What follows belongs to an exercise in optimizing a design on an open flow for small area and a short achievable clock period; a production flow would make more cautious choices.
In this exercise RTL edits were held to simulation tests only and were not proved equivalent to the original.
Power and IR drop assume default switching activity.

--- flow/flow/run.sh ---
#!/bin/bash
# The standard layout (standard.sh, ORFS on the standard flow's config) with two changes:
# the port buffers are buf_4 cells rather than buffer_ports' default pick
# (a slow delay buffer that the timing repair, held to the same footprint,
# could not replace), and the timing repair may change a cell's footprint.
# make's output goes to make_finish.log here; ORFS keeps each step's log
# under orfs/logs.
set -euo pipefail
export BUFFER_PORTS_ARGS="-buffer_cell sky130_fd_sc_hd__buf_4"
bash standard.sh MATCH_CELL_FOOTPRINT=0 finish > make_finish.log 2>&1
--- flow/design.v ---
`default_nettype none
package cpuPkg;
  localparam int dataWidth    = 16;   
  localparam int instWidth    = 32;   
  localparam int regCount     = 16;
  localparam int regAddrWidth = 4;    
  localparam int memDepth     = 64;   
  localparam int memAddrWidth = 6;    
  localparam int shamtWidth   = 5;
  localparam int regResetStep = 10;
  localparam logic [5:0] opRtype = 6'b000000;
  localparam logic [5:0] opLh    = 6'b100001;
  localparam logic [5:0] opSh    = 6'b101001;
  localparam logic [5:0] opAddi  = 6'b001000;
  localparam logic [5:0] opAndi  = 6'b001100;
  localparam logic [5:0] opOri   = 6'b001101;
  localparam logic [5:0] opSlti  = 6'b001010;
  localparam logic [5:0] opLui   = 6'b001111;
  localparam logic [5:0] fnAdd = 6'b100000;
  localparam logic [5:0] fnSub = 6'b100010;
  localparam logic [5:0] fnAnd = 6'b100100;
  localparam logic [5:0] fnOr  = 6'b100101;
  localparam logic [5:0] fnNor = 6'b100111;
  localparam logic [5:0] fnSlt = 6'b101010;
  localparam logic [5:0] fnSll = 6'b000000;
  localparam logic [5:0] fnSrl = 6'b000010;
  localparam int selAdd = 0;   
  localparam int selSub = 1;
  localparam int selAnd = 2;   
  localparam int selOr  = 3;   
  localparam int selNor = 4;
  localparam int selSlt = 5;   
  localparam int selSll = 6;
  localparam int selSrl = 7;
  localparam int selLui = 8;   
  localparam int selMem = 9;   
  localparam int selCount = 10;
endpackage
`default_nettype wire
`timescale 1ns/10ps
`default_nettype none
module aluCore (
  input  wire logic [cpuPkg::dataWidth-1:0]   opA,
  input  wire logic [cpuPkg::dataWidth-1:0]   opB,
  input  wire logic [cpuPkg::selCount-1:0]    resSel,
  input  wire logic [cpuPkg::shamtWidth-1:0]  shamt,
  input  wire logic                           ovfAdd,
  input  wire logic                           ovfSub,
  output logic      [cpuPkg::dataWidth-1:0]   result,
  output logic                                overflow
);
  localparam int msb = cpuPkg::dataWidth - 1;
  localparam int w   = cpuPkg::dataWidth;
  logic [w-1:0] sum, diff;
  logic         lessThan;
  logic [w-1:0] shIn, shOut;
  assign sum = opA + opB;
  assign {lessThan, diff} = {1'b0, opA} - {1'b0, opB};   
  always_comb begin
    for (int i = 0; i < w; i++)
      shIn[i] = resSel[cpuPkg::selSrl] ? opB[w-1-i] : opB[i];
  end
  assign shOut = shIn << shamt;
  always_comb begin
    result = ({w{resSel[cpuPkg::selAdd]}} & sum)
           | ({w{resSel[cpuPkg::selSub]}} & diff)
           | ({w{resSel[cpuPkg::selAnd]}} & (opA & opB))
           | ({w{resSel[cpuPkg::selOr]}}  & (opA | opB))
           | ({w{resSel[cpuPkg::selNor]}} & ~(opA | opB))
           | ({w{resSel[cpuPkg::selSlt]}} & {{msb{1'b0}}, lessThan})
           | ({w{resSel[cpuPkg::selSll]}} & shOut)
           | ({w{resSel[cpuPkg::selLui]}} & opB);   
    for (int i = 0; i < w; i++)
      result[i] = result[i] | (resSel[cpuPkg::selSrl] & shOut[w-1-i]);
  end
  assign overflow = (ovfAdd & (opA[msb] == opB[msb]) & (sum[msb] != opA[msb]))
                  | (ovfSub & (opA[msb] != opB[msb]) & (diff[msb] != opA[msb]));
endmodule
`default_nettype wire
`timescale 1ns/10ps
`default_nettype none
module regFile (
  input  wire logic                              clk,
  input  wire logic                              arstN,
  input  wire logic [cpuPkg::regAddrWidth-1:0]   rs,
  input  wire logic [cpuPkg::regAddrWidth-1:0]   rt,
  input  wire logic                              rdAEn,    
  input  wire logic                              rdBEn,
  output logic      [cpuPkg::dataWidth-1:0]      rdA,
  output logic      [cpuPkg::dataWidth-1:0]      rdB,
  input  wire logic                              wrEn,
  input  wire logic [cpuPkg::regAddrWidth-1:0]   wrAddr,
  input  wire logic [cpuPkg::dataWidth-1:0]      wrData
);
  localparam int n = cpuPkg::regCount;
  localparam int w = cpuPkg::dataWidth;
  logic [w-1:0] regs [n];
  logic [n-1:0] written;
  assign regs[0]    = '0;
  assign written[0] = 1'b1;
  for (genvar i = 1; i < n; i++) begin : g_reg
    always_ff @(posedge clk or negedge arstN) begin
      if (!arstN)
        written[i] <= 1'b0;
      else if (wrEn && (wrAddr == i))
        written[i] <= 1'b1;
    end
    always_ff @(posedge clk) begin
      if (wrEn && (wrAddr == i))
        regs[i] <= wrData;   
    end
  end
  always_comb begin
    rdA = '0;
    rdB = '0;
    for (int i = 1; i < n; i++) begin
      rdA = rdA | (regs[i] & {w{(rs == i) && written[i]}})
                | (w'(i * cpuPkg::regResetStep) & {w{(rs == i) && !written[i]}});
      rdB = rdB | (regs[i] & {w{(rt == i) && written[i]}})
                | (w'(i * cpuPkg::regResetStep) & {w{(rt == i) && !written[i]}});
    end
    rdA = rdA & {w{rdAEn}};
    rdB = rdB & {w{rdBEn}};
  end
endmodule
`default_nettype wire
`timescale 1ns/10ps
`default_nettype none
module dataMem (
  input  wire logic                              clk,
  input  wire logic                              arstN,
  input  wire logic [cpuPkg::memAddrWidth-1:0]   addrA,
  input  wire logic [cpuPkg::memAddrWidth-1:0]   addrB,
  input  wire logic [cpuPkg::dataWidth-1:0]      memWrData,
  input  wire logic                              memWe,
  input  wire logic                              memRe,     
  output logic      [cpuPkg::dataWidth-1:0]      memRdData
);
  localparam int n  = cpuPkg::memDepth;
  localparam int w  = cpuPkg::dataWidth;
  localparam int aw = cpuPkg::memAddrWidth;
  logic [w-1:0]  mem [n];
  logic [n-1:0]  written;
  logic [aw-1:0] p;
  logic [1:0]    bitOk [aw][2];
  logic [7:0]    loHit;        
  logic [7:0]    hiHit [2];    
  logic [n-1:0]  hit;
  assign p = addrA ^ addrB;
  always_comb begin
    bitOk[0][0] = {p[0], ~p[0]};
    bitOk[0][1] = {p[0], ~p[0]};
    for (int i = 1; i < aw; i++) begin
      bitOk[i][0] = {  (addrA[i-1] | addrB[i-1]) ^ p[i],
                     ~((addrA[i-1] | addrB[i-1]) ^ p[i])};
      bitOk[i][1] = {  (addrA[i-1] & addrB[i-1]) ^ p[i],
                     ~((addrA[i-1] & addrB[i-1]) ^ p[i])};
    end
  end
  for (genvar k = 0; k < 8; k++) begin : g_dec
    localparam logic [2:0] kb = k;
    assign loHit[k] = bitOk[0][0][kb[0]] & bitOk[1][kb[0]][kb[1]]
                    & bitOk[2][kb[1]][kb[2]];
    for (genvar h = 0; h < 2; h++) begin : g_hi
      assign hiHit[h][k] = bitOk[3][h][kb[0]] & bitOk[4][kb[0]][kb[1]]
                         & bitOk[5][kb[1]][kb[2]];
    end
  end
  for (genvar i = 0; i < n; i++) begin : g_word
    assign hit[i] = hiHit[(i / 4) % 2][i / 8] & loHit[i % 8];
    always_ff @(posedge clk or negedge arstN) begin
      if (!arstN)
        written[i] <= 1'b0;
      else if (memWe && hit[i])
        written[i] <= 1'b1;
    end
    always_ff @(posedge clk) begin
      if (memWe && hit[i])
        mem[i] <= memWrData;
    end
  end
  logic [w:0] half [16];
  logic [w:0] rdWord;
  always_comb begin
    rdWord = '0;
    for (int j = 0; j < 16; j++) begin
      half[j] = '0;
      for (int k = 0; k < 4; k++)
        half[j] = half[j] | ({written[4*j+k], mem[4*j+k]} & {(w+1){loHit[(4*j+k) % 8]}});
      rdWord = rdWord | (half[j] & {(w+1){hiHit[j % 2][j / 2] && memRe}});
    end
    memRdData = rdWord[w-1:0] & {w{rdWord[w]}};
  end
endmodule
`default_nettype wire
`timescale 1ns/10ps
`default_nettype none
module instDecoder (
  input  wire logic [cpuPkg::instWidth-1:0]  inst,
  output logic      [cpuPkg::selCount-1:0]   resSel,      
  output logic                               useImm,      
  output logic                               regWrite,
  output logic                               destIsRd,
  output logic                               memWrite,
  output logic                               illegalOp,
  output logic                               ovfAdd,
  output logic                               ovfSub
);
  logic [5:0] opcode;
  logic [5:0] funct;
  assign opcode = inst[31:26];
  assign funct  = inst[5:0];
  always_comb begin
    resSel    = '0;
    useImm    = 1'b0;
    regWrite  = 1'b0;
    destIsRd  = 1'b0;
    memWrite  = 1'b0;
    illegalOp = 1'b0;
    ovfAdd    = 1'b0;
    ovfSub    = 1'b0;
    case (opcode)
      cpuPkg::opRtype: begin
        regWrite = 1'b1;
        destIsRd = 1'b1;
        case (funct)
          cpuPkg::fnAdd: begin
            resSel[cpuPkg::selAdd] = 1'b1;
            ovfAdd = 1'b1;
          end
          cpuPkg::fnSub: begin
            resSel[cpuPkg::selSub] = 1'b1;
            ovfSub = 1'b1;
          end
          cpuPkg::fnAnd: resSel[cpuPkg::selAnd] = 1'b1;
          cpuPkg::fnOr:  resSel[cpuPkg::selOr]  = 1'b1;
          cpuPkg::fnNor: resSel[cpuPkg::selNor] = 1'b1;
          cpuPkg::fnSlt: resSel[cpuPkg::selSlt] = 1'b1;
          cpuPkg::fnSll: resSel[cpuPkg::selSll] = 1'b1;
          cpuPkg::fnSrl: resSel[cpuPkg::selSrl] = 1'b1;
          default: begin
            illegalOp = 1'b1;
            regWrite  = 1'b0;
            destIsRd  = 1'b0;
          end
        endcase
      end
      cpuPkg::opLh: begin
        resSel[cpuPkg::selMem] = 1'b1;
        useImm   = 1'b1;
        regWrite = 1'b1;
      end
      cpuPkg::opSh: begin
        resSel[cpuPkg::selAdd] = 1'b1;   
        useImm   = 1'b1;
        memWrite = 1'b1;
      end
      cpuPkg::opAddi: begin
        resSel[cpuPkg::selAdd] = 1'b1;
        useImm   = 1'b1;
        regWrite = 1'b1;
        ovfAdd   = 1'b1;
      end
      cpuPkg::opAndi: begin
        resSel[cpuPkg::selAnd] = 1'b1;
        useImm   = 1'b1;
        regWrite = 1'b1;
      end
      cpuPkg::opOri: begin
        resSel[cpuPkg::selOr] = 1'b1;
        useImm   = 1'b1;
        regWrite = 1'b1;
      end
      cpuPkg::opSlti: begin
        resSel[cpuPkg::selSlt] = 1'b1;
        useImm   = 1'b1;
        regWrite = 1'b1;
      end
      cpuPkg::opLui: begin
        resSel[cpuPkg::selLui] = 1'b1;
        useImm   = 1'b1;
        regWrite = 1'b1;
      end
      default: illegalOp = 1'b1;
    endcase
  end
endmodule
`default_nettype wire
`timescale 1ns/10ps
`default_nettype none
module execStage (
  input  wire logic                              clk,
  input  wire logic                              arstN,
  input  wire logic [cpuPkg::instWidth-1:0]      inst,
  input  wire logic                              instValid,
  input  wire logic [cpuPkg::selCount-1:0]       resSel,
  input  wire logic                              useImm,
  input  wire logic                              regWrite,
  input  wire logic                              destIsRd,
  input  wire logic                              memWrite,
  input  wire logic                              illegalOp,
  input  wire logic                              ovfAdd,
  input  wire logic                              ovfSub,
  output logic                                   resultValid,
  output logic      [cpuPkg::dataWidth-1:0]      result,
  output logic                                   overflow,
  output logic                                   illegal
);
  localparam int w = cpuPkg::dataWidth;
  logic [cpuPkg::regAddrWidth-1:0] rs, rt, wa;
  logic [w-1:0]                    rdA, rdB;
  assign rs = inst[24:21];   
  assign rt = inst[19:16];
  assign wa = destIsRd ? inst[14:11] : rt;
  logic                            dValid, dRegWr, dMemWr;
  logic [cpuPkg::regAddrWidth-1:0] dWa;
  logic [cpuPkg::selCount-1:0]     dSel;
  logic                            dOvfAdd, dOvfSub, dIllegal;
  logic [w-1:0]                    pA, pX, pS;
  logic                            bAAlu, bXAlu, bSAlu, bAMem, bXMem, bSMem;
  logic                            aluOvf;
  logic [w-1:0]                    aluR, memR;
  logic                            wWr;
  logic [cpuPkg::regAddrWidth-1:0] wWa;
  assign result = aluR | memR;   
  always_ff @(posedge clk or negedge arstN) begin
    if (!arstN) begin
      dValid <= 1'b0;
      dRegWr <= 1'b0;
      dMemWr <= 1'b0;
      wWr    <= 1'b0;
    end else begin
      dValid <= instValid;
      dRegWr <= instValid & regWrite & (wa != '0);   
      dMemWr <= instValid & memWrite;
      wWr    <= dRegWr;
    end
  end
  logic nextBA, nextBX, nextBS, pendA, pendB;
  assign nextBA = dRegWr && (dWa == rs);
  assign nextBX = dRegWr && (dWa == rt) && !useImm;
  assign nextBS = dRegWr && (dWa == rt) && memWrite;
  assign pendA  = wWr && (wWa == rs) && !nextBA;
  assign pendB  = wWr && (wWa == rt) && !(dRegWr && (dWa == rt));
  logic [w-1:0] opBReg;
  assign opBReg = rdB | (result & {w{pendB}});
  always_ff @(posedge clk) begin
    dWa      <= wa;
    dSel     <= resSel;
    dOvfAdd  <= ovfAdd;
    dOvfSub  <= ovfSub;
    dIllegal <= illegalOp;
    pA       <= rdA | (result & {w{pendA}});
    pX       <= useImm ? inst[15:0] : opBReg;
    pS       <= memWrite ? opBReg : w'(inst[10:6]);   
    bAAlu    <= nextBA && !dSel[cpuPkg::selMem];
    bXAlu    <= nextBX && !dSel[cpuPkg::selMem];
    bSAlu    <= nextBS && !dSel[cpuPkg::selMem];
    bAMem    <= nextBA && dSel[cpuPkg::selMem];
    bXMem    <= nextBX && dSel[cpuPkg::selMem];
    bSMem    <= nextBS && dSel[cpuPkg::selMem];
  end
  logic [w-1:0]                    opA, opX, stData;
  logic [w-1:0]                    memRdData;   
  logic [w-1:0]                    aluData;
  assign opA    = pA | (aluR & {w{bAAlu}}) | (memR & {w{bAMem}});
  assign opX    = pX | (aluR & {w{bXAlu}}) | (memR & {w{bXMem}});
  assign stData = pS | (aluR & {w{bSAlu}}) | (memR & {w{bSMem}});
  regFile regs (
    .clk(clk), .arstN(arstN),
    .rs(rs), .rt(rt),
    .rdAEn(!nextBA && !pendA),
    .rdBEn(!(dRegWr && (dWa == rt)) && !pendB),
    .rdA(rdA), .rdB(rdB),
    .wrEn(wWr), .wrAddr(wWa), .wrData(result)
  );
  dataMem mem (
    .clk(clk), .arstN(arstN),
    .addrA(opA[cpuPkg::memAddrWidth-1:0]), .addrB(pX[cpuPkg::memAddrWidth-1:0]),   
    .memWrData(stData), .memWe(dMemWr), .memRe(dSel[cpuPkg::selMem]),
    .memRdData(memRdData)
  );
  aluCore alu (
    .opA(opA), .opB(opX), .resSel(dSel), .shamt(pS[cpuPkg::shamtWidth-1:0]),
    .ovfAdd(dOvfAdd), .ovfSub(dOvfSub),
    .result(aluData), .overflow(aluOvf)
  );
  always_ff @(posedge clk or negedge arstN) begin
    if (!arstN) resultValid <= 1'b0;
    else        resultValid <= dValid;
  end
  always_ff @(posedge clk) begin
    aluR     <= aluData;
    memR     <= memRdData;
    wWa      <= dWa;
    overflow <= aluOvf;
    illegal  <= dIllegal;
  end
endmodule
`default_nettype wire
`timescale 1ns/10ps
`default_nettype none
module cpuTop (
  input  wire logic                          clk,
  input  wire logic                          arstN,
  input  wire logic [cpuPkg::instWidth-1:0]  inst,
  input  wire logic                          instValid,
  output logic                               resultValid,
  output logic      [cpuPkg::dataWidth-1:0]  result,
  output logic                               overflow,
  output logic                               illegal
);
  logic [cpuPkg::selCount-1:0] resSel;
  logic useImm, regWrite, destIsRd, memWrite, illegalOp, ovfAdd, ovfSub;
  instDecoder dec (
    .inst(inst), .resSel(resSel), .useImm(useImm), .regWrite(regWrite),
    .destIsRd(destIsRd), .memWrite(memWrite), .illegalOp(illegalOp),
    .ovfAdd(ovfAdd), .ovfSub(ovfSub)
  );
  execStage exec (
    .clk(clk), .arstN(arstN), .inst(inst), .instValid(instValid),
    .resSel(resSel), .useImm(useImm), .regWrite(regWrite),
    .destIsRd(destIsRd), .memWrite(memWrite), .illegalOp(illegalOp),
    .ovfAdd(ovfAdd), .ovfSub(ovfSub),
    .resultValid(resultValid), .result(result),
    .overflow(overflow), .illegal(illegal)
  );
endmodule
`default_nettype wire
--- flow/constraint.sdc ---
create_clock -name core_clock -period 8.5 [get_ports {clk}]
set_input_delay 1.7000 -clock core_clock [delete_from_list [all_inputs] [get_ports {clk}]]
set_output_delay 1.7000 -clock core_clock [all_outputs]
set_load 0.01 [all_outputs]
--- flow/standard.sh ---
#!/bin/bash
# synth_recipe.tcl (not shown) runs the flow's synth.tcl, then flattens the netlist and writes it again
# the make line also repeats each setting of config.mk as NAME=value (left out here)
make -C /OpenROAD-flow-scripts/flow DESIGN_CONFIG=/design/flow/config.mk WORK_HOME=/design/flow/orfs CLKGATE_MAP_FILE= SYNTH_SCRIPT=/design/flow/synth_recipe.tcl "${@:-finish}"
--- flow/config.mk ---
export PLATFORM = sky130hd
export DESIGN_NAME = cpuTop
export DESIGN_NICKNAME = cpuTop
export VERILOG_FILES = /design/flow/design.v
export SDC_FILE = /design/flow/constraint.sdc
export NUM_CORES = 4
export LEC_CHECK = 0
export CAP_MARGIN = 20
export CORE_MARGIN = 2
export CORE_UTILIZATION = 30
export CTS_CLUSTER_DIAMETER = 80
export CTS_CLUSTER_SIZE = 22
export PLACE_DENSITY = 0.55
export SETUP_SLACK_MARGIN = 5
export SLEW_MARGIN = 20
==> results of run 1 <==
[flip-flops by register name, summed over array words and instances (netlist names), 4 cells and up]
signal / cells
exec.aluR: 16
exec.dSel: 10
exec.dWa: 4
exec.mem.mem: 1024
exec.mem.written: 64
exec.memR: 16
exec.pA: 16
exec.pS: 16
exec.pX: 16
exec.regs.regs: 240
exec.regs.written: 15
exec.wWa: 4
[area by class of cell]
cell class                      count  area, µm²
Fill cell                       18632     127000
Clock buffer                      121       2250
Clock inverter                     26        427
Inverter                           69        262
Tap cell                         2624       3280
Sequential cell                  1456      42300
Multi-Input combinational cell   2218      17300
Antenna cell                        2       5.00
Timing Repair Buffer              249       2600
[cells in the final DEF, fill, tap and decap left out, types with 40 or more instances in the layout]
master     instances
dfrtp_1           84
nor2_4            88
a221oi_1          40
nand2_1           98
nor3_1            47
a21oi_2           41
a21oi_1          255
clkbuf_16        100
o21ai_0           48
nor2_1            95
inv_1             64
or2_2             79
a22oi_1          672
edfxtp_1        1264
dfxtp_1           88
nand3_1           48
ha_1              46
buf_4            187
[synth_stat cells (all sizes together) (45+ instances only)]
| cell | n | area (µm²) |
|---|---|---|
| o21ai | 58 | 290 |
| a21oi | 303 | 1520 |
| dfrtp | 84 | 2100 |
| ha | 58 | 726 |
| or2 | 95 | 594 |
| edfxtp | 1264 | 38000 |
| a22oi | 684 | 5130 |
| inv | 68 | 255 |
| nor2 | 189 | 712 |
| dfxtp | 108 | 2160 |
| nand2 | 107 | 402 |
| nor3 | 57 | 285 |
| buf | 100 | 488 |
| a221oi | 45 | 412 |
| a221o | 63 | 654 |
| nand3 | 59 | 340 |
| clkbuf | 163 | 662 |
[cell families (layout without fill, tap and decap cells)]
| family | after synthesis | in the layout | share of synthesized area |
|---|---|---|---|
| AOI/OAI and AO/OA | 1320 | 1320 | 0.159 |
| xor gates and xnor gates | 57 | 57 | 0.00941 |
| adders and majority gates | 60 | 60 | 0.0130 |
| buffers and inverters | 332 | 465 | 0.0239 |
| DFF | 1456 | 1456 | 0.717 |
| muxes | 60 | 60 | 0.0144 |
| other | 0 | 2 | 0 |
| and+or+nand+nor | 716 | 721 | 0.0631 |
[metrics by stage]
stage,utilization,power (µW),worst slack (ns),hold WS [ns]
2_1_floorplan,-,9430,4.99,0.310
3_3_place_gp,0.323,10200,3.50,0.312
3_5_place_dp,0.323,10200,3.43,0.313
4_1_cts,0.347,15100,4.97,0.335
5_1_grt,0.350,15700,4.94,0.343
6_report,0.350,15300,5.00,0.335
[repair_timing]
item | CTS | global route
buffers inserted | 61 | 29
endpoints found under the setup margin | 1161 | 55
pin swaps | 45 | 26
cloned | 23 | 4
resized for setup | 229 | 97
[where the power goes]
group          leakage [µW]  internal, µW  switching (µW)
Combinational       0.00650          1000            1950
Sequential           0.0143          7750            62.7
Clock               0.00127          1990            2500
Total                0.0220         10700            4520
[metal layers]
metal | wire length [µm] | share of wire | GRT usage
met1 | 84100 | 0.40 | 0.285
met2 | 95300 | 0.46 | 0.315
met3 | 21000 | 0.10 | 0.0313
met4 | 7800 | 0.037 | 0.0644
met5 | 40 | 0.00019 | 0
[worst reg2reg max path, delay by kind of cell (launching register included)]
family	cells	cell delay, ns
simple gates	5	0.50
buf+inv	5	0.88
xor+xnor	1	0.23
fa+ha+maj	1	0.38
compound gates	3	1.04
flops	1	0.39
[final timing paths]
kind / end
setup / recovery: exec.memR[1]$_DFF_P_
hold / removal: exec.illegal$_DFF_P_
setup reg to reg: exec.memR[1]$_DFF_P_
hold reg to reg: exec.illegal$_DFF_P_
max in group asynchronous: exec.mem.written[23]$_DFFE_PN0P_
min in group asynchronous: exec.regs.written[1]$_DFFE_PN0P_
==> out/qor.txt, run 1 <==
Row cnt - 162
CTS Hold Buffers Added - 0
Setup_tns - 0 ns
Final Cell Area - 68300 µm²
Area grow syn2layout - 16.0%
Cts bufs inserted - 83
Routed vias/inst - 5.78
ANT nets after route - 0
Area of the mapped netlist - 58900 µm²
Post-synth EDFFs - 1264
Maximum fanout along the worst path - 17
Setup crit end kind - flip-flop
Core box area - 195000 µm²
Worst Hold Class - flip-flop to flip-flop
Clk sinks - 1456
Fin Clk Skew - 0.0858 ns
Crit path top cell by count - buf_12
CP Class - flip-flop to flip-flop
R2R cell count - 15
Post-synthesis async set-or-reset flop share - 0.0577
Placed insts - 6498
Arr. time, crit path - 4.15 ns
Status - complete, no violations
Max H-tree Level - 3
Initial DRC Count - 6047
Top Family by Delay on Critical Path - compound AO/OA/AOI/OAI gates
CP startpoint - exec.bAMem$_DFF_P_
Hold Vio Cnt, Final - 0
Worst setup SP type - flip-flop
GRT Util Overall - 0.201
Crit path cell chain - buf_12 -> a221o_2 -> inv_1 -> ha_2 -> xor2_2 -> nor2_1 -> buf_4 -> nand3_1 -> buf_6 -> a21oi_1 -> nor4_4 -> nand2_1 -> nor2_4 -> buf_12 -> a31oi_2
Worst-Skew Late Latency - 0.77 ns
Drt first pass iters - 9
Buf+Inv Stages, Crit Path - 5
Warnings from Yosys - 10
Vias in the first global route - 36.3k
Net count, final - 4172
CP max stage cell - a221o_2
Max_slew headroom - 0.221
Leak - 0.0220 µW
Routed wire per std cell - 30.8 µm
Gp weighted congestion - 0.944
Synth cell types - 82
DPL Wire Length - 118000 µm
IO buf count - 51
Critical Path RT - 9.15 ns
#FFs+latches synth - 1456
Initial antenna violation count - 7
Worst-Margin Slew - 1.17 ns
CTS Buffer Depth - 3
Avg Inst Size Synth - 14.7 µm²
R2r setup slk - 5.00 ns
Number of non-filler instances in the completed layout - 6765
Via count - 39.1k
Chip width - 447 µm
# Max-Cap Violations - 0
Sequential element share of the synthesized area - 0.717
RSZ-0062 raised after global routing - true
Placement Cell Area - 62900 µm²
Ratio of final minimum period to clock period - 0.412
Starting Density - 0.302
Die Ht - 447 µm
Total gr overflow - 0
Slowest stage delay, CP - 0.42 ns
Synth Flop Type - edfxtp_1
Tmin final - 3.50 ns
DRC viols - 0
Power density over the cells - 223 nW/µm²
Worst hold path stage count - 0
Final WL - 208000 µm
Clock slew at reported path FFs - 0.10 ns
Die area - 200000 µm²
Levels on crit path - 15
Top Ports - 54
Final setup violation count - 0
Post-Synthesis Cells - 4001
CTS tree - done
Hold Path Origin - exec.dIllegal$_DFF_P_
Fmax - 285 MHz
First-pass GRT wire length - 289000 µm
Synthesized Nets - 4096
Clock Tree Root - clkbuf_16
FF-to-FF Start - exec.bAMem$_DFF_P_
Proportion of layout cells with a drive suffix above 1 - 0.209
Peak supply drop - 0.167 mV
Slew Viols, Final - 0
Largest net degree at the start of global routing - 65
==> run 2: changes to the inputs <==
--- a/flow/config.mk
+++ b/flow/config.mk
@@ -9,6 +9,6 @@
 export CORE_MARGIN = 2
 export CORE_UTILIZATION = 30
-export CTS_CLUSTER_DIAMETER = 80
-export CTS_CLUSTER_SIZE = 22
+export CTS_CLUSTER_DIAMETER = 100
+export CTS_CLUSTER_SIZE = 26
 export PLACE_DENSITY = 0.55
 export SETUP_SLACK_MARGIN = 5
==> out/qor.txt, run 2 <==
Status - complete, no violations
Number of non-filler instances in the completed layout - 6706 (-0.87%)
Drt first pass iters - 8 (-1)
Post-Synthesis Cells - 4001 (unchanged)
Most flops, register - exec.mem.mem
Synthesized Nets - 4096 (unchanged)
Worst-Margin Slew - 1.22 ns (+0.0516 ns)
Top Family by Delay on Critical Path - compound AO/OA/AOI/OAI gates
Most common cell after layout, fill and taps aside - edfxtp_1
Fin Clk Skew - 0.0710 ns (-0.0148 ns)
Combinational Power Share - 0.206 (+0.012)
FF-to-FF Start - exec.bAAlu$_DFF_P_
Leak - 0.0216 µW (-1.9%)
Tmin final - 3.55 ns (+0.0442 ns)
Buf+Inv Stages, Crit Path - 3 (-2)
Pre-CTS WS - 3.43 ns (unchanged)
Largest register FFs - 1024 (unchanged)
Layer carrying the most global-route usage - met2
Vias in the first global route - 36.1k (-0.56%)
Initial antenna violation count - 4 (-3)
Worst hold path stage count - 0 (unchanged)
Top Ports - 54 (unchanged)
CP max stage cell - a221o_2
First-pass GRT wire length - 288000 µm (-0.32%)
Levels on crit path - 12 (-3)
CP startpoint - exec.bAAlu$_DFF_P_
Biggest regs - exec.mem.mem x1024, exec.regs.regs x240, exec.mem.written x64
Worst Hold Class - flip-flop to flip-flop
Crit path top cell by count - nor2_4
#FFs+latches synth - 1456 (unchanged)
Row cnt - 162 (unchanged)
Initial DRC Count - 5804 (-4.0%)
Max H-tree Level - 3 (unchanged)
Maximum fanout along the worst path - 17 (unchanged)
Hold Path Origin - exec.dIllegal$_DFF_P_
IO buf count - 51 (unchanged)
Worst-Skew Late Latency - 0.74 ns (-0.03 ns)
Final WL - 208000 µm (about the same)
Fin util - 0.346 (-0.00449)
Worst setup SP type - flip-flop
Hold Vio Cnt, Final - 0 (unchanged)
Met2 Track Usage GR - 0.319 (+0.00334)
Biggest area consumer among synthesized cells - edfxtp_1
Crit path cell chain - buf_2 -> a221o_2 -> inv_1 -> ha_4 -> xor2_4 -> nor2_4 -> nand3_1 -> buf_8 -> a21oi_1 -> or4_1 -> nor2_4 -> a31oi_1
Fmax - 282 MHz (-1.2%)
CTS Hold Buffers Added - 0 (unchanged)
Arr. time, crit path - 4.17 ns (+0.02 ns)
Starting Density - 0.302 (unchanged)
DPL Wire Length - 118000 µm (unchanged)
Hold slack - 0.336 ns (+0.000998 ns)
Proportion of layout cells with a drive suffix above 1 - 0.197 (-0.0116)
Chip width - 447 µm (unchanged)
Die area - 200000 µm² (unchanged)
Clock slew at reported path FFs - 0.10 ns (about the same)
Sequential element share of the synthesized area - 0.717 (unchanged)
Switching portion of total power - 0.298 (+0.00159)
Top cells by count, synth - edfxtp_1 (1264), a22oi_1 (684), a21oi_1 (303)
Ratio of final minimum period to clock period - 0.417 (+0.00520)
Area grow syn2layout - 14.5%
ANT nets after route - 0 (unchanged)
Net count, final - 4125 (-1.1%)
RSZ-0062 raised after global routing - true
Final setup violation count - 0 (unchanged)
Peak supply drop - 0.168 mV (+0.65%)
Synth cell types - 82 (unchanged)
Max_slew headroom - 0.187 (-0.0344)
R2R cell count - 12 (-3)
Post-synth EDFFs - 1264 (unchanged)
Routed wire per std cell - 31.0 µm (+0.79%)
Synth Flop Type - edfxtp_1
DRC viols - 0 (unchanged)
CP Class - flip-flop to flip-flop
CTS Buffer Depth - 3 (unchanged)
Setup crit end kind - flip-flop
Placed insts - 6498 (unchanged)
Setup_tns - 0 ns (unchanged)
Synth top area share - 0.645 (unchanged)
Clk sinks - 1456 (unchanged)
Core box area - 195000 µm² (unchanged)
Warnings from Yosys - 10 (unchanged)
Clock Tree Root - clkbuf_16
Area of the mapped netlist - 58900 µm² (unchanged)
Avg Inst Size Synth - 14.7 µm² (unchanged)
Fin worst setup slack - 4.95 ns (-0.0442 ns)
Power density over the cells - 219 nW/µm² (-2.0%)
CTS tree - done
GRT Util Overall - 0.201 (-0.000505)
Switching Power - 4400 µW (-2.8%)
Largest net degree at the start of global routing - 65 (unchanged)
Via count - 38.9k (-0.43%)
Global-route track usage on met3 - 0.0285 (-0.00278)
Cts bufs inserted - 68 (-18%)
Critical Path RT - 9.12 ns (-0.03 ns)
Clock power share - 0.265 (-0.029)
Slew Viols, Final - 0 (unchanged)
Gp weighted congestion - 0.944 (unchanged)
# Max-Cap Violations - 0 (unchanged)
Flop pwr share - 0.529 (+0.017)
Ranking of synthesized cells by area - edfxtp_1 (64%), a22oi_1 (8.7%), dfxtp_1 (3.7%), dfrtp_1 (3.6%), a21oi_1 (2.6%)
Top-count cell post-synth - edfxtp_1
Most frequent cells in the layout - edfxtp_1 (1264), a22oi_1 (670), a21oi_1 (257)
GR met1 Demand/Resource - 0.286 (+0.00130)
Die Ht - 447 µm (unchanged)
Total gr overflow - 0 (unchanged)
Routed vias/inst - 5.81 (+0.44%)
Fillers - 18.7k (+0.52%)
Slowest stage delay, CP - 0.47 ns (+0.05 ns)
Int Pwr - 10400 µW (-3.5%)
Post-synthesis async set-or-reset flop share - 0.0577 (unchanged)
==> run 2: cell counts after synthesis <==
No cell type changed its count.
==> run 2: final cells by class <==
cell class	instances	area [µm²]	area share
flip-flops and latches	1456	42300	0.626
multi-input cells	2217	17200	0.256
well taps	2624	3280	0.0487
repair buffers	218	2310	0.0342
clock buffers	101	1850	0.0274
inverters	69	263	0.00390
clock inverters	17	246	0.00365
diodes	4	10.0	0.000148
==> run 2: worst paths after layout <==
check | slack (ns) | to
worst max-delay path | 4.95 | exec.memR[7]$_DFF_P_
max in group asynchronous | 6.18 | exec.mem.written[23]$_DFFE_PN0P_
worst max register to register | 4.95 | exec.memR[7]$_DFF_P_
min in group asynchronous | 1.13 | exec.regs.written[8]$_DFFE_PN0P_
worst min register to register | 0.34 | exec.illegal$_DFF_P_
worst min-delay path | 0.34 | exec.illegal$_DFF_P_
==> run 2: per-layer routing <==
metal	wire length, µm	vias to the layer above
li1	-	16128
met4	6450	2
met5	7	-
met1	85800	20263
met3	19300	281
met2	96600	2264
==> run 2: repair_timing <==
| action | in CTS | in global routing |
|---|---|---|
| endpoints found under the setup margin | 1162 | 140 |
| setup buffers | 48 | 11 |
| gates cloned | 22 | 5 |
| pin swaps | 32 | 28 |
| resized for setup | 230 | 98 |
| hold endpoints to repair | 0 | 0 |
==> run 2: power by group through the flow <==
stage	registers, µW	clock network, µW	logic, µW
detailed placement	7970	0	2210
global route	7820	4190	3170
finish	7810	3910	3040
CTS	7810	3950	2830
global placement	7980	0	2200
floorplan	7940	0	1490
==> run 2: logic make-up (layout without fill, tap and decap cells) <==
kind of cell,after synthesis,in the layout,synth area share
xor+xnor,57,57,0.00941
fa+ha+maj,60,60,0.0130
compound gates,1320,1320,0.159
other cells,0,4,0
simple gates,716,720,0.0631
buf+inv,332,405,0.0239
mux,60,60,0.0144
flops,1456,1456,0.717
==> run 2: per-stage QoR <==
| step | power, µW | area, µm² |
|---|---|---|
| 6_report | 14800 | 67500 |
| 5_1_grt | 15200 | 67400 |
| 4_1_cts | 14600 | 66800 |
| 3_5_place_dp | 10200 | 62900 |
| 3_3_place_gp | 10200 | 62900 |
| 2_1_floorplan | 9430 | 59500 |
==> run 3: changes to the inputs <==
--- a/flow/config.mk
+++ b/flow/config.mk
@@ -8,8 +8,7 @@
 export CAP_MARGIN = 20
 export CORE_MARGIN = 2
-export CORE_UTILIZATION = 30
+export CORE_UTILIZATION = 35
 export CTS_CLUSTER_DIAMETER = 100
 export CTS_CLUSTER_SIZE = 26
-export PLACE_DENSITY = 0.55
 export SETUP_SLACK_MARGIN = 5
 export SLEW_MARGIN = 20
==> out/qor.txt, run 3 <==
Status - complete, no violations
Row cnt - 150 (-7.4%)
Setup crit end kind - flip-flop
DPL Wire Length - 113000 µm (-4.5%)
Biggest area consumer among synthesized cells - edfxtp_1
Die Ht - 414 µm (-7.4%)
Power density over the cells - 216 nW/µm² (-1.2%)
Post-synthesis async set-or-reset flop share - 0.0577 (unchanged)
Hold Vio Cnt, Final - 0 (unchanged)
Critical Path RT - 9.06 ns (-0.06 ns)
CP Class - flip-flop to flip-flop
Initial antenna violation count - 4 (unchanged)
CTS Buffer Depth - 3 (unchanged)
Drt first pass iters - 8 (unchanged)
Proportion of layout cells with a drive suffix above 1 - 0.211 (+0.0144)
# Max-Cap Violations - 0 (unchanged)
Starting Density - 0.352 (+0.0502)
Final Cell Area - 67700 µm² (+0.35%)
Top cells by count, synth - edfxtp_1 (1264), a22oi_1 (684), a21oi_1 (303)
Final WL - 203000 µm (-2.6%)
Arr. time, crit path - 4.12 ns (-0.05 ns)
Leak - 0.0219 µW (+1.1%)
DRC viols - 0 (unchanged)
Fmax - 281 MHz (-0.27%)
Area of the mapped netlist - 58900 µm² (unchanged)
Routed vias/inst - 6.21 (+7.0%)
Cts bufs inserted - 67 (-1.5%)
IO buf count - 51 (unchanged)
Ranking of synthesized cells by area - edfxtp_1 (64%), a22oi_1 (8.7%), dfxtp_1 (3.7%), dfrtp_1 (3.6%), a21oi_1 (2.6%)
Max H-tree Level - 3 (unchanged)
Synth cell types - 82 (unchanged)
Warnings from Yosys - 10 (unchanged)
Initial DRC Count - 6339 (+9.2%)
Tmin final - 3.56 ns (+0.00957 ns)
Setup_tns - 0 ns (unchanged)
GRT Util Overall - 0.226 (+0.0252)
Top Ports - 54 (unchanged)
Gp weighted congestion - 0.959 (+1.6%)
Clock Tree Root - clkbuf_16
Fin util - 0.405 (+0.0589)
Fin Clk Skew - 0.0315 ns (-0.0395 ns)
Sequential element share of the synthesized area - 0.717 (unchanged)
Slew Viols, Final - 0 (unchanged)
Die area - 172000 µm² (-14%)
Post-Synthesis Cells - 4001 (unchanged)
Largest register FFs - 1024 (unchanged)
Worst Hold Class - flip-flop to flip-flop
Top-count cell post-synth - edfxtp_1
Most frequent cells in the layout - edfxtp_1 (1264), a22oi_1 (659), a21oi_1 (246)
Clk sinks - 1456 (unchanged)
Peak supply drop - 0.156 mV (-7.1%)
Chip width - 414 µm (-7.4%)
Core box area - 167000 µm² (-14%)
Clock slew at reported path FFs - 0.11 ns (about the same)
CTS tree - done
Placement Cell Area - 62300 µm² (-0.91%)
ANT nets after route - 0 (unchanged)
Routed wire per std cell - 32.0 µm (+3.2%)
Worst-Skew Late Latency - 0.72 ns (-0.02 ns)
First-pass GRT wire length - 281000 µm (-2.4%)
Synthesized Nets - 4096 (unchanged)
Worst setup SP type - flip-flop
Maximum fanout along the worst path - 12 (-5)
Synth top area share - 0.645 (unchanged)
Vias in the first global route - 36.5k (+1.1%)
CTS Hold Buffers Added - 0 (unchanged)
Largest net degree at the start of global routing - 65 (unchanged)
Synth Flop Type - edfxtp_1
Via count - 39.3k (+1.0%)
Avg Inst Size Synth - 14.7 µm² (unchanged)
Max_slew headroom - 0.299 (+0.113)
Post-synth EDFFs - 1264 (unchanged)
#FFs+latches synth - 1456 (unchanged)
Area grow syn2layout - 14.9%
Biggest regs - exec.mem.mem x1024, exec.regs.regs x240, exec.mem.written x64
Worst-Margin Slew - 1.05 ns (-0.169 ns)
Ratio of final minimum period to clock period - 0.419 (+0.00113)
RSZ-0062 raised after global routing - true
Most flops, register - exec.mem.mem
Net count, final - 4167 (+1.0%)
Most common cell after layout, fill and taps aside - edfxtp_1
Total gr overflow - 0 (unchanged)
Final setup violation count - 0 (unchanged)
-- run 3: cell counts after synthesis --
Identical to the previous run, type by type.
-- run 3: area by class of cell --
| type | count | area, µm² |
|---|---|---|
| Fill cell | 15054 | 99500 |
| Tap cell | 2204 | 2760 |
| Timing Repair Buffer | 258 | 2840 |
| Multi-Input combinational cell | 2220 | 17500 |
| Clock buffer | 107 | 1850 |
| Inverter | 69 | 263 |
| Sequential cell | 1456 | 42200 |
| Clock inverter | 12 | 225 |
| Antenna cell | 5 | 12.5 |
-- run 3: logic make-up (layout without fill, tap and decap cells) --
family                   Yosys count  after routing  share of synthesized area
AO/OA/AOI/OAI                   1320           1320                      0.159
XOR/XNOR                          57             57                    0.00941
adder cells (fa/ha/maj)           60             60                     0.0130
buffers and inverters            332            446                     0.0239
flip-flops                      1456           1456                      0.717
multiplexers                      60             60                     0.0144
other                              0              5                          0
AND/OR/NAND/NOR                  716            723                     0.0631
-- run 3: worst paths after layout --
check | start | to | slack, ns | depth (start not counted)
max | exec.bAAlu$_DFF_P_ | exec.memR[0]$_DFF_P_ | 4.94 | 13
min | exec.dIllegal$_DFF_P_ | exec.illegal$_DFF_P_ | 0.34 | 0
max reg2reg | exec.bAAlu$_DFF_P_ | exec.memR[0]$_DFF_P_ | 4.94 | 13
min reg2reg | exec.dIllegal$_DFF_P_ | exec.illegal$_DFF_P_ | 0.34 | 0
max in group asynchronous | arstN | exec.mem.written[23]$_DFFE_PN0P_ | 6.16 | 2
min in group asynchronous | arstN | exec.mem.written[1]$_DFFE_PN0P_ | 0.97 | 1
-- run 3: power by group --
part	switching (µW)	internal [µW]	leakage [µW]
Clock	2290	1620	0.000987
Combinational	1960	954	0.00660
Sequential	62.8	7750	0.0143
-- run 3: what timing repair did --
| item | CTS | global route |
|---|---|---|
| hold endpoints to repair | 0 | 0 |
| setup endpoints to repair | 1155 | 289 |
| gates cloned | 24 | 6 |
| pin swaps | 54 | 40 |
| gates resized for setup | 228 | 129 |
| buffers inserted | 74 | 30 |
-- run 3: per-layer routing --
layer  global-route usage  share of wire  vias to the layer above
met5                    0        0.00013                        -
met2                0.352           0.46                     2531
met4               0.0951          0.046                        4
met1                0.313           0.39                    20153
li1                     -              -                    16222
met3               0.0373           0.10                      428
-- run 3: through the flow --
step | setup slack [ns] | total power [µW] | hold WS, ns | instances
6_report | 4.94 | 14600 | 0.340 | 6331
5_1_grt | 4.94 | 15000 | 0.357 | 6326
4_1_cts | 4.93 | 14400 | 0.343 | 6290
3_5_place_dp | 3.40 | 10200 | 0.320 | 6073
3_3_place_gp | 3.45 | 10100 | 0.312 | 6073
2_1_floorplan | 4.99 | 9430 | 0.310 | 4001
-- run 3: critical path: stages (launching register included) --
cell       delay [ns]
dfxtp_4          0.41
a221o_1          0.37
inv_1            0.12
ha_4             0.24
xor2_4           0.18
buf_4            0.16
and3_4           0.26
buf_12           0.19
clkbuf_16        0.21
a22oi_1          0.18
a21oi_1          0.12
or4_4            0.57
nor2_4           0.23
a31oi_4          0.13
==> run 4: changes to the inputs <==
--- a/flow/config.mk
+++ b/flow/config.mk
@@ -8,7 +8,9 @@
 export CAP_MARGIN = 20
 export CORE_MARGIN = 2
-export CORE_UTILIZATION = 35
+export CORE_UTILIZATION = 30
 export CTS_CLUSTER_DIAMETER = 100
 export CTS_CLUSTER_SIZE = 26
+export GPL_ROUTABILITY_DRIVEN = 0
+export PLACE_DENSITY = 0.6
 export SETUP_SLACK_MARGIN = 5
 export SLEW_MARGIN = 20
==> out/qor.txt, run 4 <==
Tmin final - 3.56 ns (+0.00469 ns)
CTS tree - done
Post-Synthesis Cells - 4001 (unchanged)
RSZ-0062 raised after global routing - true
Max H-tree Level - 3 (unchanged)
Post-synthesis async set-or-reset flop share - 0.0577 (unchanged)
Area of the mapped netlist - 58900 µm² (unchanged)
Worst hold path stage count - 0 (unchanged)
Largest register FFs - 1024 (unchanged)
Top-count cell post-synth - edfxtp_1
FF-to-FF Start - exec.bAMem$_DFF_P_
Final setup violation count - 0 (unchanged)
Peak supply drop - 0.152 mV (-2.7%)
Max_slew headroom - 0.163 (-0.136)
Ranking of synthesized cells by area - edfxtp_1 (64%), a22oi_1 (8.7%), dfxtp_1 (3.7%), dfrtp_1 (3.6%), a21oi_1 (2.6%)
CP Class - flip-flop to flip-flop
Number of non-filler instances in the completed layout - 6772 (+7.0%)
Biggest regs - exec.mem.mem x1024, exec.regs.regs x240, exec.mem.written x64
Slowest stage delay, CP - 0.44 ns (-0.13 ns)
Synth Flop Type - edfxtp_1
Critical Path RT - 9.11 ns (+0.05 ns)
Routed vias/inst - 5.83 (-6.2%)
Power density over the cells - 215 nW/µm² (-0.64%)
Leak - 0.0220 µW (+0.75%)
Hold Path End - exec.illegal$_DFF_P_
Most flops, register - exec.mem.mem
Synthesized Nets - 4096 (unchanged)
Buf+Inv Stages, Crit Path - 5 (+1)
Die Ht - 447 µm (+7.9%)
Net count, final - 4185 (+0.43%)
DPL Wire Length - 113000 µm (+0.16%)
Clk sinks - 1456 (unchanged)
Warnings from Yosys - 10 (unchanged)
Worst-Margin Slew - 1.25 ns (+0.201 ns)
DRC viols - 0 (unchanged)
Initial antenna violation count - 11 (+7)
Via count - 39.4k (+0.28%)
#FFs+latches synth - 1456 (unchanged)
Most frequent cells in the layout - edfxtp_1 (1264), a22oi_1 (657), a21oi_1 (244)
Slew Viols, Final - 0 (unchanged)
IO buf count - 51 (unchanged)
Drt first pass iters - 9 (+1)
GRT Util Overall - 0.190 (-0.0356)
Setup crit end kind - flip-flop
Ratio of final minimum period to clock period - 0.419 (+0.000552)
R2R cell count - 15 (+2)
Arr. time, crit path - 4.17 ns (+0.05 ns)
Hold slack - 0.338 ns (-0.00193 ns)
Total gr overflow - 0 (unchanged)
Largest net degree at the start of global routing - 65 (unchanged)
Crit path top cell by count - buf_4
Initial DRC Count - 6422 (+1.3%)
Sequential element share of the synthesized area - 0.717 (unchanged)
Synth cell types - 82 (unchanged)
Top Family by Delay on Critical Path - compound AO/OA/AOI/OAI gates
Worst-Skew Late Latency - 0.72 ns (about the same)
ANT nets after route - 0 (unchanged)
Hold Vio Cnt, Final - 0 (unchanged)
Vias in the first global route - 36.4k (-0.22%)
Top cells by count, synth - edfxtp_1 (1264), a22oi_1 (684), a21oi_1 (303)
Placed insts - 6494 (+6.9%)
Fin util - 0.351 (-0.0534)
Biggest area consumer among synthesized cells - edfxtp_1
Die area - 200000 µm² (+17%)
First-pass GRT wire length - 276000 µm (-1.8%)
Post-synth EDFFs - 1264 (unchanged)
Fin Clk Skew - 0.0348 ns (+0.00328 ns)
Top Ports - 54 (unchanged)
Final WL - 201000 µm (-0.85%)
Fmax - 281 MHz (-0.13%)
Synth top area share - 0.645 (unchanged)
CP max stage cell - a221o_2
Clock slew at reported path FFs - 0.11 ns (about the same)
Maximum fanout along the worst path - 36 (+24)
Routed wire per std cell - 29.7 µm (-7.3%)
# Max-Cap Violations - 0 (unchanged)
Row cnt - 162 (+8.0%)
Hold Path Origin - exec.dIllegal$_DFF_P_
CTS Buffer Depth - 3 (unchanged)
Clock Tree Root - clkbuf_16
R2r setup slk - 4.94 ns (about the same)
Starting Density - 0.302 (-0.0502)
Cts bufs inserted - 68 (+1.5%)
CTS Hold Buffers Added - 0 (unchanged)
Setup_tns - 0 ns (unchanged)
Worst Hold Class - flip-flop to flip-flop
Core box area - 195000 µm² (+17%)
Critical R2R Capture - exec.memR[1]$_DFF_P_
Avg Inst Size Synth - 14.7 µm² (unchanged)
Area grow syn2layout - 16.4%
Worst setup SP type - flip-flop
Crit path cell chain - a221o_2 -> inv_2 -> ha_4 -> xor2_4 -> buf_4 -> nor3_4 -> buf_4 -> buf_12 -> a22oi_1 -> a21oi_2 -> nor4_4 -> nand2_2 -> nor2_4 -> buf_4 -> a31oi_2
Status - complete, no violations
Proportion of layout cells with a drive suffix above 1 - 0.212 (+0.000706)
Chip width - 447 µm (+7.9%)
Most common cell after layout, fill and taps aside - edfxtp_1
## run 4: cell types whose count changed in the layout (fill, tap and decap cells not counted), moves of 5 or more
| cell | delta |
|---|---|
| a31oi_1 | +8 |
| buf_12 | +11 |
| and3_2 | -5 |
| or4_1 | +8 |
| and3_1 | +5 |
| buf_4 | +9 |
| or4_4 | -8 |
| buf_6 | -6 |
| a31oi_4 | -5 |
## run 4: worst max-delay path by stage
stage | startpoint | end | slack (ns) | cells after the start
after CTS | exec.memR[2]$_DFF_P_ | exec.memR[1]$_DFF_P_ | 4.98 | 12
final | exec.bAMem$_DFF_P_ | exec.memR[1]$_DFF_P_ | 4.94 | 15
after global placement | exec.bAAlu$_DFF_P_ | exec.memR[1]$_DFF_P_ | 3.24 | 13
after floorplan | inst[19] | exec.pX[3]$_DFF_P_ | 4.99 | 10
after global routing | exec.bXAlu$_DFF_P_ | exec.aluR[14]$_DFF_P_ | 4.85 | 11
after detailed placement | exec.bAAlu$_DFF_P_ | exec.memR[15]$_DFF_P_ | 3.23 | 10
## run 4: timing repair
| item | 4_1_cts | 5_1_grt |
|---|---|---|
| gates cloned | 13 | 11 |
| gates resized for setup | 234 | 137 |
| pin swaps | 62 | 47 |
| endpoints found under the hold margin | 0 | 0 |
| buffers inserted | 88 | 38 |
| endpoints found under the setup margin | 1151 | 390 |
## run 4: logic make-up (layout without fill, tap and decap cells)
family	after synthesis	after routing	synth area share
buffers and inverters	332	471	0.0239
AND/OR/NAND/NOR	716	722	0.0631
AO/OA/AOI/OAI	1320	1320	0.159
flip-flops	1456	1456	0.717
adder cells (fa/ha/maj)	60	60	0.0130
multiplexers	60	60	0.0144
XOR/XNOR	57	57	0.00941
other	0	2	0
## run 4: final cells by class
cell class	count	area, µm²
Fill cell	18484	126000
Sequential cell	1456	42200
Multi-Input combinational cell	2219	17500
Tap cell	2624	3280
Timing Repair Buffer	276	3120
Clock buffer	113	1920
Inverter	69	263
Clock inverter	13	203
Antenna cell	2	5.00
## run 4: layer usage
metal,up-vias,part of all wire,track usage
met2,2717,0.45,0.291
li1,16244,-,-
met5,-,0.000050,0
met4,2,0.037,0.0665
met1,20071,0.39,0.268
met3,415,0.12,0.0382
## run 4: per-stage QoR
step	total power (µW)	setup slack, ns	cell area (µm²)
finish	14700	4.94	68500
global placement	10100	3.24	62800
detailed placement	10200	3.23	62800
floorplan	9430	4.99	59500
global route	15100	4.85	68500
CTS	14400	4.98	67200
## run 4: power by group
part	switching, µW	internal [µW]
sequential	63.1	7750
clock	2300	1620
combinational	1960	1030
==> run 5: changes to the inputs <==
--- a/flow/design.v
+++ b/flow/design.v
@@ -33,7 +33,6 @@
   localparam int selSll = 6;
   localparam int selSrl = 7;
-  localparam int selLui = 8;   
-  localparam int selMem = 9;   
-  localparam int selCount = 10;
+  localparam int selMem = 8;   
+  localparam int selCount = 9;
 endpackage
 `default_nettype wire
@@ -69,6 +68,5 @@
            | ({w{resSel[cpuPkg::selNor]}} & ~(opA | opB))
            | ({w{resSel[cpuPkg::selSlt]}} & {{msb{1'b0}}, lessThan})
-           | ({w{resSel[cpuPkg::selSll]}} & shOut)
-           | ({w{resSel[cpuPkg::selLui]}} & opB);   
+           | ({w{resSel[cpuPkg::selSll]}} & shOut);   
     for (int i = 0; i < w; i++)
       result[i] = result[i] | (resSel[cpuPkg::selSrl] & shOut[w-1-i]);
@@ -200,4 +198,5 @@
   output logic      [cpuPkg::selCount-1:0]   resSel,      
   output logic                               useImm,      
+  output logic                               zeroA,       
   output logic                               regWrite,
   output logic                               destIsRd,
@@ -214,4 +213,5 @@
     resSel    = '0;
     useImm    = 1'b0;
+    zeroA     = 1'b0;
     regWrite  = 1'b0;
     destIsRd  = 1'b0;
@@ -278,5 +278,6 @@
       end
       cpuPkg::opLui: begin
-        resSel[cpuPkg::selLui] = 1'b1;
+        resSel[cpuPkg::selOr] = 1'b1;   
+        zeroA    = 1'b1;
         useImm   = 1'b1;
         regWrite = 1'b1;
@@ -296,4 +297,5 @@
   input  wire logic [cpuPkg::selCount-1:0]       resSel,
   input  wire logic                              useImm,
+  input  wire logic                              zeroA,
   input  wire logic                              regWrite,
   input  wire logic                              destIsRd,
@@ -338,8 +340,8 @@
   end
   logic nextBA, nextBX, nextBS, pendA, pendB;
-  assign nextBA = dRegWr && (dWa == rs);
+  assign nextBA = dRegWr && (dWa == rs) && !zeroA;
   assign nextBX = dRegWr && (dWa == rt) && !useImm;
   assign nextBS = dRegWr && (dWa == rt) && memWrite;
-  assign pendA  = wWr && (wWa == rs) && !nextBA;
+  assign pendA  = wWr && (wWa == rs) && !nextBA && !zeroA;
   assign pendB  = wWr && (wWa == rt) && !(dRegWr && (dWa == rt));
   logic [w-1:0] opBReg;
@@ -370,5 +372,5 @@
     .clk(clk), .arstN(arstN),
     .rs(rs), .rt(rt),
-    .rdAEn(!nextBA && !pendA),
+    .rdAEn(!nextBA && !pendA && !zeroA),
     .rdBEn(!(dRegWr && (dWa == rt)) && !pendB),
     .rdA(rdA), .rdB(rdB),
@@ -412,7 +414,7 @@
 );
   logic [cpuPkg::selCount-1:0] resSel;
-  logic useImm, regWrite, destIsRd, memWrite, illegalOp, ovfAdd, ovfSub;
+  logic useImm, zeroA, regWrite, destIsRd, memWrite, illegalOp, ovfAdd, ovfSub;
   instDecoder dec (
-    .inst(inst), .resSel(resSel), .useImm(useImm), .regWrite(regWrite),
+    .inst(inst), .resSel(resSel), .useImm(useImm), .zeroA(zeroA), .regWrite(regWrite),
     .destIsRd(destIsRd), .memWrite(memWrite), .illegalOp(illegalOp),
     .ovfAdd(ovfAdd), .ovfSub(ovfSub)
@@ -420,5 +422,5 @@
   execStage exec (
     .clk(clk), .arstN(arstN), .inst(inst), .instValid(instValid),
-    .resSel(resSel), .useImm(useImm), .regWrite(regWrite),
+    .resSel(resSel), .useImm(useImm), .zeroA(zeroA), .regWrite(regWrite),
     .destIsRd(destIsRd), .memWrite(memWrite), .illegalOp(illegalOp),
     .ovfAdd(ovfAdd), .ovfSub(ovfSub),
==> flow/config.mk (replaced) <==
export PLATFORM = sky130hd
export DESIGN_NAME = cpuTop
export DESIGN_NICKNAME = cpuTop
export VERILOG_FILES = /design/flow/design.v
export SDC_FILE = /design/flow/constraint.sdc
export NUM_CORES = 4
export LEC_CHECK = 0
export CAP_MARGIN = 20
export CORE_MARGIN = 2
export CORE_UTILIZATION = 35
export CTS_CLUSTER_DIAMETER = 80
export CTS_CLUSTER_SIZE = 22
export SETUP_SLACK_MARGIN = 5
export SLEW_MARGIN = 20
==> out/qor.txt, run 5 <==
Die area - 171000 µm² (-14%)
Warnings from Yosys - 10 (unchanged)
CP Class - flip-flop to flip-flop
Ratio of final minimum period to clock period - 0.432 (+0.0126)
Largest net degree at the start of global routing - 65 (unchanged)
Status - complete, no violations
Die Ht - 414 µm (-7.5%)
Placement Cell Area - 62300 µm² (-0.92%)
Power density over the cells - 228 nW/µm² (+6.2%)
#FFs+latches synth - 1455 (-0.069%)
Core box area - 167000 µm² (-14%)
Wl on met1 - 78700 µm (-0.16%)
Initial antenna violation count - 11 (unchanged)
Most frequent cells in the layout - edfxtp_1 (1264), a22oi_1 (656), a21oi_1 (256)
Setup_tns - 0 ns (unchanged)
Row cnt - 150 (-7.4%)
CTS Hold Buffers Added - 0 (unchanged)
Biggest regs - exec.mem.mem x1024, exec.regs.regs x240, exec.mem.written x64
Most common cell after layout, fill and taps aside - edfxtp_1
Largest register FFs - 1024 (unchanged)
Met3 WL - 23200 µm (-3.2%)
Synth Flop Type - edfxtp_1
Via count - 39.8k (+0.89%)
Top Ports - 54 (unchanged)
Ant. Diodes - 0 (-2)
Routed wire per std cell - 32.1 µm (+8.1%)
Slew Viols, Final - 0 (unchanged)
Synth cell types - 77 (-6.1%)
Avg Inst Size Synth - 14.6 µm² (-0.78%)
DPL Wire Length - 111000 µm (-1.8%)
Register area - 42200 µm² (about the same)
Fmax - 273 MHz (-2.9%)
Post-synthesis async set-or-reset flop share - 0.0577 (about the same)
Top cells by count, synth - edfxtp_1 (1264), a22oi_1 (666), a21oi_1 (303)
Area of the multi-input gates - 17100 µm² (-2.0%)
Vias in the first global route - 36.6k (+0.56%)
Setup crit end kind - flip-flop
Area grow syn2layout - 17.0%
Peak supply drop - 0.224 mV (+47%)
Clock Tree Root - clkbuf_16
Worst-Skew Late Latency - 0.73 ns (about the same)
Critical Path RT - 9.09 ns (-0.02 ns)
Top-count cell post-synth - edfxtp_1
Arr. time, crit path - 4.26 ns (+0.09 ns)
Max H-tree Level - 3 (unchanged)
CTS tree - done
Final Cell Area - 68700 µm² (+0.24%)
CTS Buffer Depth - 3 (unchanged)
Synth top area share - 0.646 (+0.00184)
Total gr overflow - 0 (unchanged)
Top Layer Used - met5
Leak - 0.0223 µW (+1.2%)
Chip width - 414 µm (-7.5%)
First-pass GRT wire length - 282000 µm (+2.3%)
Sequential element share of the synthesized area - 0.719 (+0.00171)
Area of the mapped netlist - 58700 µm² (-0.28%)
Worst setup SP type - flip-flop
Tmin final - 3.67 ns (+0.107 ns)
Starting Density - 0.352 (+0.0499)
RSZ-0062 raised after global routing - true
Worst Hold Class - flip-flop to flip-flop
Ranking of synthesized cells by area - edfxtp_1 (65%), a22oi_1 (8.5%), dfxtp_1 (3.6%), dfrtp_1 (3.6%), a21oi_1 (2.6%)
WL met2 - 95100 µm (+4.9%)
Post-Synthesis Cells - 4021 (+0.50%)
Biggest area consumer among synthesized cells - edfxtp_1
Synthesized Nets - 4116 (+0.49%)
Post-synth EDFFs - 1264 (unchanged)
Clk sinks - 1455 (-0.069%)
Net count, final - 4250 (+1.6%)
ANT nets after route - 0 (unchanged)
Clock slew at reported path FFs - 0.09 ns (-0.02 ns)
Cts bufs inserted - 79 (+16%)
Hold Vio Cnt, Final - 0 (unchanged)
Fillers - 14.9k (-19%)
Proportion of layout cells with a drive suffix above 1 - 0.205 (-0.00732)
DRC viols - 0 (unchanged)
IO buf count - 51 (unchanged)
Maximum fanout along the worst path - 9 (-75%)
Max_slew headroom - 0.205 (+0.0419)
Most flops, register - exec.mem.mem
Fin Clk Skew - 0.0705 ns (+0.0357 ns)
Worst-Margin Slew - 1.18 ns (-0.0751 ns)
Routed vias/inst - 6.19 (+6.3%)
Final WL - 206000 µm (+2.5%)
GRT Util Overall - 0.230 (+0.0400)
Drt first pass iters - 9 (unchanged)
# Max-Cap Violations - 0 (unchanged)
Final setup violation count - 0 (unchanged)
Gp weighted congestion - 0.922
Initial DRC Count - 6280 (-2.2%)
run 5: cell types whose count changed in the layout (fill, tap and decap cells not counted), moves of 17 or more:
cell       before  now
a221oi_1       41   58
a22oi_2        27   10
buf_12         46   65
clkbuf_16      83  100
nand2_1        98  122
or4_1          17    0
run 5: final timing paths:
kind	startpoint	to	cells past startpoint	slack (ns)
min in group asynchronous	arstN	exec.dValid$_DFF_PN0_	1	1.00
worst max register to register	exec.bAAlu$_DFF_P_	exec.memR[5]$_DFF_P_	14	4.83
max in group asynchronous	arstN	exec.mem.written[26]$_DFFE_PN0P_	2	6.25
worst min-delay path	exec.dIllegal$_DFF_P_	exec.illegal$_DFF_P_	0	0.35
worst min register to register	exec.dIllegal$_DFF_P_	exec.illegal$_DFF_P_	0	0.35
worst max-delay path	exec.bAAlu$_DFF_P_	exec.memR[5]$_DFF_P_	14	4.83
run 5: through the flow:
step                      hold WS (ns)  worst slack [ns]   util  instances  total power, µW
after floorplan                  0.310              5.00      -       4021             9680
after global placement           0.322              3.55  0.373       6100            10500
after detailed placement         0.321              3.56  0.373       6101            10500
after CTS                        0.351              4.81  0.404       6366            15400
after global routing             0.353              4.79  0.412       6425            16100
final                            0.348              4.83  0.412       6425            15700
run 5: cells by family (layout without fill, tap and decap cells):
kind of cell / Yosys count / after routing / synth area share
and+or+nand+nor: 773 / 778 / 0.0659
AOI/OAI and AO/OA: 1289 / 1289 / 0.157
adders and majority gates: 60 / 60 / 0.0130
xor gates and xnor gates: 60 / 60 / 0.00989
buffers and inverters: 332 / 527 / 0.0229
DFF: 1455 / 1455 / 0.719
muxes: 52 / 52 / 0.0125
run 5: where the power goes:
group,total (µW),internal [µW],leakage [µW],switching (µW)
combinational,3530,1230,0.00711,2310
clock,4310,1930,0.00119,2380
sequential,7840,7760,0.0140,73.5
total,15700,10900,0.0223,4760
run 5: layout make-up:
class | instances | area share
sequential | 1455 | 0.615
tap | 2204 | 0.0402
clock buffer | 130 | 0.0322
timing repair buffer | 308 | 0.0550
multi-input combinational | 2239 | 0.249
clock inverter | 17 | 0.00454
inverter | 72 | 0.00399
run 5: critical path: stages (launching register included):
cell and delay [ns]:
dfxtp_4 0.40, buf_4 0.15, a221o_1 0.41, inv_2 0.11, ha_4 0.27, xnor2_4 0.16, and3_4 0.30, buf_16 0.20
a22oi_2 0.19, a21oi_2 0.11, nor4_4 0.49, nand2_1 0.16, nor2_4 0.25, buf_6 0.19, nor2_1 0.08
run 5: what timing repair did:
action | CTS | global route
endpoints found under the setup margin | 1169 | 289
pin swaps | 67 | 49
buffers inserted | 90 | 51
cloned | 28 | 8
endpoints found under the hold margin | 0 | 0
resized for setup | 222 | 105
run 5: routing by layer:
metal,up-vias,global-route usage
met3,441,0.0548
li1,16410,-
met4,8,0.0924
met1,20309,0.310
met2,2631,0.359
met5,-,0
==> run 6: changes to the inputs <==
--- a/flow/design.v
+++ b/flow/design.v
@@ -51,9 +51,12 @@
   localparam int msb = cpuPkg::dataWidth - 1;
   localparam int w   = cpuPkg::dataWidth;
-  logic [w-1:0] sum, diff;
-  logic         lessThan;
+  logic         subtract;
+  logic [w-1:0] opBs, sum;
+  logic         carry, lessThan;
   logic [w-1:0] shIn, shOut;
-  assign sum = opA + opB;
-  assign {lessThan, diff} = {1'b0, opA} - {1'b0, opB};   
+  assign subtract = resSel[cpuPkg::selSub] | resSel[cpuPkg::selSlt];
+  assign opBs     = opB ^ {w{subtract}};
+  assign {carry, sum} = {1'b0, opA} + {1'b0, opBs} + (w+1)'(subtract);
+  assign lessThan = ~carry;   
   always_comb begin
     for (int i = 0; i < w; i++)
@@ -62,6 +65,5 @@
   assign shOut = shIn << shamt;
   always_comb begin
-    result = ({w{resSel[cpuPkg::selAdd]}} & sum)
-           | ({w{resSel[cpuPkg::selSub]}} & diff)
+    result = ({w{resSel[cpuPkg::selAdd] | resSel[cpuPkg::selSub]}} & sum)
            | ({w{resSel[cpuPkg::selAnd]}} & (opA & opB))
            | ({w{resSel[cpuPkg::selOr]}}  & (opA | opB))
@@ -72,6 +74,5 @@
       result[i] = result[i] | (resSel[cpuPkg::selSrl] & shOut[w-1-i]);
   end
-  assign overflow = (ovfAdd & (opA[msb] == opB[msb]) & (sum[msb] != opA[msb]))
-                  | (ovfSub & (opA[msb] != opB[msb]) & (diff[msb] != opA[msb]));
+  assign overflow = (ovfAdd | ovfSub) & (opA[msb] == opBs[msb]) & (sum[msb] != opA[msb]);
 endmodule
 `default_nettype wire
==> out/qor.txt, run 6 <==
Fin util - 0.420 (+0.00826)
Synthesized Nets - 3988 (-3.1%)
Sequential element share of the synthesized area - 0.723 (+0.00467)
R2R cell count - 14 (unchanged)
First-pass GRT wire length - 280000 µm (-0.71%)
Synth cell types - 86 (+12%)
Top-count cell post-synth - edfxtp_1
Fin Clk Skew - 0.0601 ns (-0.0104 ns)
Cts bufs inserted - 82 (+3.8%)
Gp weighted congestion - 0.948 (+2.8%)
Area of the mapped netlist - 58300 µm² (-0.65%)
Most common cell after layout, fill and taps aside - edfxtp_1
Largest net degree at the start of global routing - 77 (+18%)
Worst hold path stage count - 0 (unchanged)
Arr. time, crit path - 4.25 ns (about the same)
Area grow syn2layout - 18.9%
Tmin final - 3.67 ns (+0.00112 ns)
CP max stage cell - or4_4
Crit path cell chain - a221o_2 -> inv_2 -> ha_4 -> xor2_4 -> buf_6 -> nor3_4 -> buf_12 -> buf_16 -> buf_16 -> a22oi_2 -> a21oi_2 -> or4_4 -> nor4_4 -> a31oi_2
Initial DRC Count - 6412 (+2.1%)
Worst-Margin Slew - 1.23 ns (+0.0556 ns)
Hold Vio Cnt, Final - 0 (unchanged)
Clock slew at reported path FFs - 0.09 ns (about the same)
IO buf count - 51 (unchanged)
Starting Density - 0.353 (+0.00127)
Biggest regs - exec.mem.mem x1024, exec.regs.regs x240, exec.mem.written x64
Slowest stage delay, CP - 0.64 ns (+0.15 ns)
Levels on crit path - 14 (unchanged)
Vias in the first global route - 36.4k (-0.66%)
#FFs+latches synth - 1455 (unchanged)
Net count, final - 4192 (-1.4%)
Final setup violation count - 0 (unchanged)
Post-Synthesis Cells - 3927 (-2.3%)
Final WL - 203000 µm (-1.4%)
Chip width - 412 µm (-0.32%)
Die Ht - 412 µm (-0.32%)
Initial antenna violation count - 8 (-3)
ANT nets after route - 0 (unchanged)
Clk sinks - 1455 (unchanged)
Ranking of synthesized cells by area - edfxtp_1 (65%), a22oi_1 (8.0%), dfxtp_1 (3.7%), dfrtp_1 (3.6%), a21oi_1 (2.2%)
Row cnt - 149 (-0.67%)
Hold slack - 0.341 ns (-0.00678 ns)
Status - complete, no violations
Die area - 170000 µm² (-0.64%)
Placement Cell Area - 62000 µm² (-0.45%)
Maximum fanout along the worst path - 7 (-2)
GRT Util Overall - 0.230 (-0.000506)
Fillers - 14.7k (-1.3%)
Top cells by count, synth - edfxtp_1 (1264), a22oi_1 (619), a21oi_1 (251)
## run 6: stage by stage
step | setup slack, ns | instances | power [µW]
finish | 4.83 | 6382 | 15500
global route | 4.81 | 6382 | 15900
CTS | 4.83 | 6331 | 15300
detailed placement | 2.47 | 6017 | 10300
global placement | 2.51 | 6016 | 10300
floorplan | 4.91 | 3927 | 9430
## run 6: final cells by class
| type | count | area [µm²] | share of cell area |
|---|---|---|---|
| tap | 2189 | 2740 | 0.0395 |
| clock buffer | 124 | 2250 | 0.0325 |
| multi-input combinational | 2173 | 17100 | 0.246 |
| inverter | 43 | 169 | 0.00244 |
| clock inverter | 22 | 324 | 0.00467 |
| sequential | 1455 | 42200 | 0.609 |
| timing repair buffer | 376 | 4560 | 0.0657 |
## run 6: what timing repair did
item                       4_1_cts  5_1_grt
resized for setup              325      104
pin swaps                      118       65
buffers inserted               149       46
cloned                          19        5
setup endpoints to repair     1171      462
## run 6: cells by family after synthesis
kind of cell             after synthesis  share of synthesized area
AND/OR/NAND/NOR                      748                     0.0679
XOR/XNOR                              63                     0.0108
AO/OA/AOI/OAI                       1274                      0.157
flip-flops                          1455                      0.723
multiplexers                          61                     0.0134
adder cells (fa/ha/maj)               26                    0.00570
buffers and inverters                300                     0.0214
## run 6: final timing paths
path | from | to
min | exec.dIllegal$_DFF_P_ | exec.illegal$_DFF_P_
max in group asynchronous | arstN | exec.mem.written[14]$_DFFE_PN0P_
min in group asynchronous | arstN | exec.regs.written[14]$_DFFE_PN0P_
max reg2reg | exec.memR[1]$_DFF_P_ | exec.memR[9]$_DFF_P_
max | exec.memR[1]$_DFF_P_ | exec.memR[9]$_DFF_P_
min reg2reg | exec.dIllegal$_DFF_P_ | exec.illegal$_DFF_P_
## run 6: worst register-to-register path, stage by stage, from the launching register on
cell and delay [ns]:
dfxtp_4 0.41, a221o_2 0.43, inv_2 0.10, ha_4 0.26
xor2_4 0.25, buf_6 0.14, nor3_4 0.04, buf_12 0.14
buf_16 0.15, buf_16 0.16, a22oi_2 0.15, a21oi_2 0.10
or4_4 0.64, nor4_4 0.37, a31oi_2 0.17
## run 6: metal layers
metal | track usage | wire length, µm
met1 | 0.323 | 78700
met2 | 0.345 | 89700
met3 | 0.0495 | 25100
met4 | 0.0944 | 9770
met5 | 0 | 13
## run 6: report_power, final
| group | switching, µW | internal (µW) |
|---|---|---|
| sequential | 74.4 | 7750 |
| combinational | 2170 | 1190 |
| clock | 2370 | 1990 |
| total | 4610 | 10900 |

Setup slack of run 6, layout unchanged: 4.829 ns with ideal ports, 4.829 ns with driving cells assumed (clock clkbuf_16, inputs buf_2), 4.110 ns with port delays also shifted by the 0.794 ns mid clock arrival.
